This is an optimization exercise on Yosys and OpenROAD, whose aim is small area, a short achievable clock period and few clock cycles, not a production implementation.
Only simulation tests tie the RTL to the original design; equivalence was not proved.
Power is estimated from default activity; no workload was simulated.

## rv_core
module rv_core #(
    parameter logic [rv_pkg::addr_w-1:0] reset_pc = '0
) (
    input  logic                      clk,
    input  logic                      rst_n,
    output logic [rv_pkg::addr_w-1:0] icache_addr,
    input  logic [31:0]               icache_rdata,
    input  logic                      icache_stall,
    output logic                      dcache_ren,
    output logic                      dcache_wen,
    output logic [rv_pkg::addr_w-1:0] dcache_addr,
    output logic [31:0]               dcache_wdata,
    input  logic [31:0]               dcache_rdata,
    input  logic                      dcache_stall
);
==> flow/config.mk <==
export PLATFORM = sky130hd
export DESIGN_NAME = rv_core
export DESIGN_NICKNAME = rv_core
export VERILOG_FILES = /design/flow/design.v
export SDC_FILE = /design/flow/constraint.sdc
export NUM_CORES = 8
export LEC_CHECK = 0
export CAP_MARGIN = 20
export CORE_MARGIN = 2
export CORE_UTILIZATION = 50
export CTS_CLUSTER_DIAMETER = 100
export CTS_CLUSTER_SIZE = 25
export PLACE_DENSITY = 0.6
export SETUP_SLACK_MARGIN = 4.65
export SLEW_MARGIN = 20
==> flow/constraint.sdc <==
create_clock -name core_clock -period 7.5 [get_ports {clk}]
set_input_delay 1.5000 -clock core_clock [delete_from_list [all_inputs] [get_ports {clk}]]
set_output_delay 1.5000 -clock core_clock [all_outputs]
set_load 0.01 [all_outputs]
standard.sh (not shown) runs the stock make flow with config.mk's settings and CLKGATE_MAP_FILE= SYNTH_SCRIPT=/design/flow/synth_recipe.tcl, a recipe that flattens the netlist after the stock synthesis.
==> flow/flow/run.sh <==
#!/bin/bash
# standard layout, with the port buffers and timing repair free to pick any
# buffer and drive strength (not only the same cell footprint)
set -euo pipefail
bash standard.sh MATCH_CELL_FOOTPRINT=0 "BUFFER_PORTS_ARGS=-buffer_cell sky130_fd_sc_hd__buf_2" finish > make_finish.log 2>&1
The baseline completed without violations.
Testbench counts at the start, summed over its fixed seeds: cycles 14,420.
==> next run, changes <==
Settings changed: SETUP_SLACK_MARGIN 4.65 to 4.6, TNS_END_PERCENT set to 0.
What happened: The new run produced a clean layout. Global-route usage falls by 0.67 points. Non-clock buffer count falls by 133. Die area does not change.
==> next run, changes <==
Settings changed: CTS_CLUSTER_DIAMETER 100 to 80, CTS_CLUSTER_SIZE 25 to 20, SETUP_SLACK_MARGIN 4.6 to 4.65, TNS_END_PERCENT 0 to not set.
Result: Total power came out higher by about 4.5%. Via count increases by 1.7%. Wire length rises by about 2%. Cell count rises by about 2.5%. Core utilization is higher by 2.1 points. Fmax rises by about 4.3%. Critical path depth came out lower by 5. Final area grows by 3.8%. Clock power went up by about 10%.
==> next run, changes <==
Settings changed: CTS_CLUSTER_DIAMETER 80 to 100, CTS_CLUSTER_SIZE 20 to 25, SETUP_SLACK_MARGIN 4.65 to 4.5.
What happened:
- power decreases by 4.4%
- clock power decreases by 10%
- cell area decreases by 2.4%
- routed wire length decreases by 2.2%
- worst hold slack gets worse by 0.0083 ns

---

## build 38
Another version of the RTL of rv_core (not shown whole).
For scale: ~4,600 cells after synthesis, about 1,400 flip-flops, ~160 I/O pins.
==> flow/config.mk <==
export PLATFORM = sky130hd
export DESIGN_NAME = rv_core
export DESIGN_NICKNAME = rv_core
export VERILOG_FILES = /design/flow/design.v
export SDC_FILE = /design/flow/constraint.sdc
export NUM_CORES = 8
export LEC_CHECK = 0
export CAP_MARGIN = 20
export CORE_MARGIN = 2
export CORE_UTILIZATION = 50
export CTS_CLUSTER_DIAMETER = 100
export CTS_CLUSTER_SIZE = 25
export PLACE_DENSITY = 0.6
export SETUP_SLACK_MARGIN = 4.9
export SLEW_MARGIN = 20
==> flow/constraint.sdc <==
create_clock -name core_clock -period 7.5 [get_ports {clk}]
set_input_delay 1.5000 -clock core_clock [delete_from_list [all_inputs] [get_ports {clk}]]
set_output_delay 1.5000 -clock core_clock [all_outputs]
set_load 0.01 [all_outputs]
Scripts as last shown in full above: flow/flow/run.sh
Testbench counts of build 38, summed over its fixed seeds: cycles 14,420.
Inputs modified between build 38 and build 33:
- an added TNS_END_PERCENT of 0
- a change of SETUP_SLACK_MARGIN from 4.9 to 4.5
==> comparison <==
Per the comparison of build 33 with build 38, routed wire length per instance essentially unchanged; net load switching power fell 2.9%; final critical-path required period went up by 0.18 ns; clock-buffer cell count up 5.3%. Of build 38 and build 33, build 33 shows the lower data-path buffer share of cell area in the final layout, with build 38 above it. Against build 38, build 33 reports a peak supply drop that is higher.
--- input diff build 33..build 92 ---
- removing TNS_END_PERCENT (formerly 0)
- changing SETUP_SLACK_MARGIN from 4.5 to 4.6
[summary]
On share of the clock period used by the worst path after layout: between build 92 and build 33, it ends up higher for build 33. Taking build 33 as the reference, in build 92 delay contributed by the slowest stage of the critical path has decreased, arithmetic-cell share of the synthesized area counting full adders, half adders and majority gates has remained practically unchanged, non-clock buffer count has increased. Build 92: initial antenna violation count 6 above build 33. Clock distribution area overhead in the final layout in build 92 is 0.20 points below build 33. Highest achievable clock rate, build 92 and build 33: lower on build 33. When build 92 is measured against build 33, its cell leakage power turns out about 3% higher. Global-route usage over all layers (lower): build 33.

---

## old
rv_core again, from the RTL that the note above started with.
Settings: LEC_CHECK=0, CAP_MARGIN=20, CORE_MARGIN=2, CORE_UTILIZATION=50, CTS_CLUSTER_DIAMETER=100, CTS_CLUSTER_SIZE=25, PLACE_DENSITY=0.6, SETUP_SLACK_MARGIN=4.7, SLEW_MARGIN=20; clock period 7.5 ns.
Scripts as last shown in full above: flow/flow/run.sh
Testbench counts of old, summed over its fixed seeds: cycles 14,420.
The following lists how new was set up differently from old:
Settings: a change of SETUP_SLACK_MARGIN from 4.7 to 4.5.
[summary]
Having completed the whole flow, new delivered a layout that passed the timing, design-rule and antenna checks. Number of placed instances, taps included delta (new -> old): insignificant. Between old and new, the register cell area after layout figures differ only marginally. [new] buffer count from post-CTS setup fixing fell 65% relative to old. Between old and new, the share of the core filled with cells in the final layout is lower for new. new vs old, leakage power figure went down by 2.3%.

---

== the reference run ==
RTL: one of the versions met above, not the one the previous note started from.
For scale: ~4400 cells after synthesis, ~1400 flip-flops.
==> flow/config.mk <==
export PLATFORM = sky130hd
export DESIGN_NAME = rv_core
export DESIGN_NICKNAME = rv_core
export VERILOG_FILES = /design/flow/design.v
export SDC_FILE = /design/flow/constraint.sdc
export NUM_CORES = 8
export LEC_CHECK = 0
export CAP_MARGIN = 20
export CORE_MARGIN = 2
export CORE_UTILIZATION = 50
export CTS_CLUSTER_DIAMETER = 100
export CTS_CLUSTER_SIZE = 25
export PLACE_DENSITY = 0.6
export SETUP_SLACK_MARGIN = 4.6
export SLEW_MARGIN = 20
==> flow/constraint.sdc <==
create_clock -name core_clock -period 7.5 [get_ports {clk}]
set_input_delay 1.5000 -clock core_clock [delete_from_list [all_inputs] [get_ports {clk}]]
set_output_delay 1.5000 -clock core_clock [all_outputs]
set_load 0.01 [all_outputs]
==> flow/flow/run.sh <==
#!/bin/bash
# standard layout, with the port buffers and timing repair free to pick any
# buffer and drive strength (not only the same cell footprint)
set -euo pipefail
bash standard.sh MATCH_CELL_FOOTPRINT=0 "BUFFER_PORTS_ARGS=-buffer_cell sky130_fd_sc_hd__buf_1" finish > make_finish.log 2>&1
Testbench counts of the reference run, summed over its fixed seeds: cycles 14,420.
What the trial run does differently from the reference run at the input level:
- a change of CTS_CLUSTER_SIZE from 25 to 20
- a change of SETUP_SLACK_MARGIN from 4.6 to 4.7
- a change of CTS_CLUSTER_DIAMETER from 100 to 80
==> flow/flow/run.sh <==
#!/bin/bash
# standard layout, with the port buffers and timing repair free to pick any
# buffer and drive strength (not only the same cell footprint)
set -euo pipefail
bash standard.sh MATCH_CELL_FOOTPRINT=0 "BUFFER_PORTS_ARGS=-buffer_cell sky130_fd_sc_hd__buf_2" finish > make_finish.log 2>&1
### Flow results
Delta (the trial run minus the reference run): number of post-CTS setup repair buffers shows an increase of 63, fraction of area in multi-input gates shows a reduction of 0.40 points. Headroom to the max-slew limit deteriorates in the trial run relative to the reference run. The trial run vs the reference run on part of the total power dissipated in the clock network: the trial run is the higher one. Diode insertion count for antenna repair: higher on the trial run. Final cell area excluding filler cells went up by a few percent going from the reference run to the trial run. Between the trial run and the reference run, the power density over the cells is lower for the reference run. Routed wire in the trial run totals more than in the reference run.

[afterwards: timing with drivers on the ports]
In the flow no input, the clock included, has a driving cell. The finished layouts below were timed again as built, in two steps.
Step 1 (the two cells are an assumption about what drives the block):
set clk [get_ports {clk}]
set_driving_cell -lib_cell sky130_fd_sc_hd__clkbuf_16 $clk
set_driving_cell -lib_cell sky130_fd_sc_hd__buf_2 [delete_from_list [all_inputs] $clk]
Step 2 times the ports against the registers' clock, not the clock port: input delays grow and output delays shrink by t, the midpoint of the rising clock arrivals with the driver on.
a / b / c = ideal / step 1 / step 2; a / b = the first two.
run | t, ns | slack for setup (ns) | worst register clock-pin slew, ns
the first run of note 1 | 0.826 | 4.494 / 4.422 / 3.974 | 0.11 / 0.11
the second run of note 1 | 0.780 | 4.401 / 4.401 / 3.923 | 0.11 / 0.11
the third run of note 1 | 0.789 | 4.528 / 4.445 / 4.028 | 0.09 / 0.09
the fourth run of note 1 | 0.778 | 4.255 / 4.255 / 3.909 | 0.11 / 0.11
build 38 | 0.788 | 4.298 / 4.298 / 4.149 | 0.11 / 0.11
build 33 | 0.762 | 4.115 / 4.115 / 3.706 | 0.11 / 0.11
build 92 | 0.757 | 4.383 / 4.383 / 3.934 | 0.11 / 0.11
old | 0.758 | 4.401 / 4.401 / 4.015 | 0.11 / 0.11
new | 0.773 | 4.297 / 4.297 / 3.795 | 0.11 / 0.11
the reference run | 0.829 | 4.340 / 4.340 / 3.858 | 0.12 / 0.12
the trial run | 0.792 | 4.538 / 4.521 / 3.885 | 0.10 / 0.10
After both steps every run listed still meets setup and hold. For the trial run, which loses most, drivers alone change the setup slack by -0.017 ns; drivers and shift together by -0.653 ns.
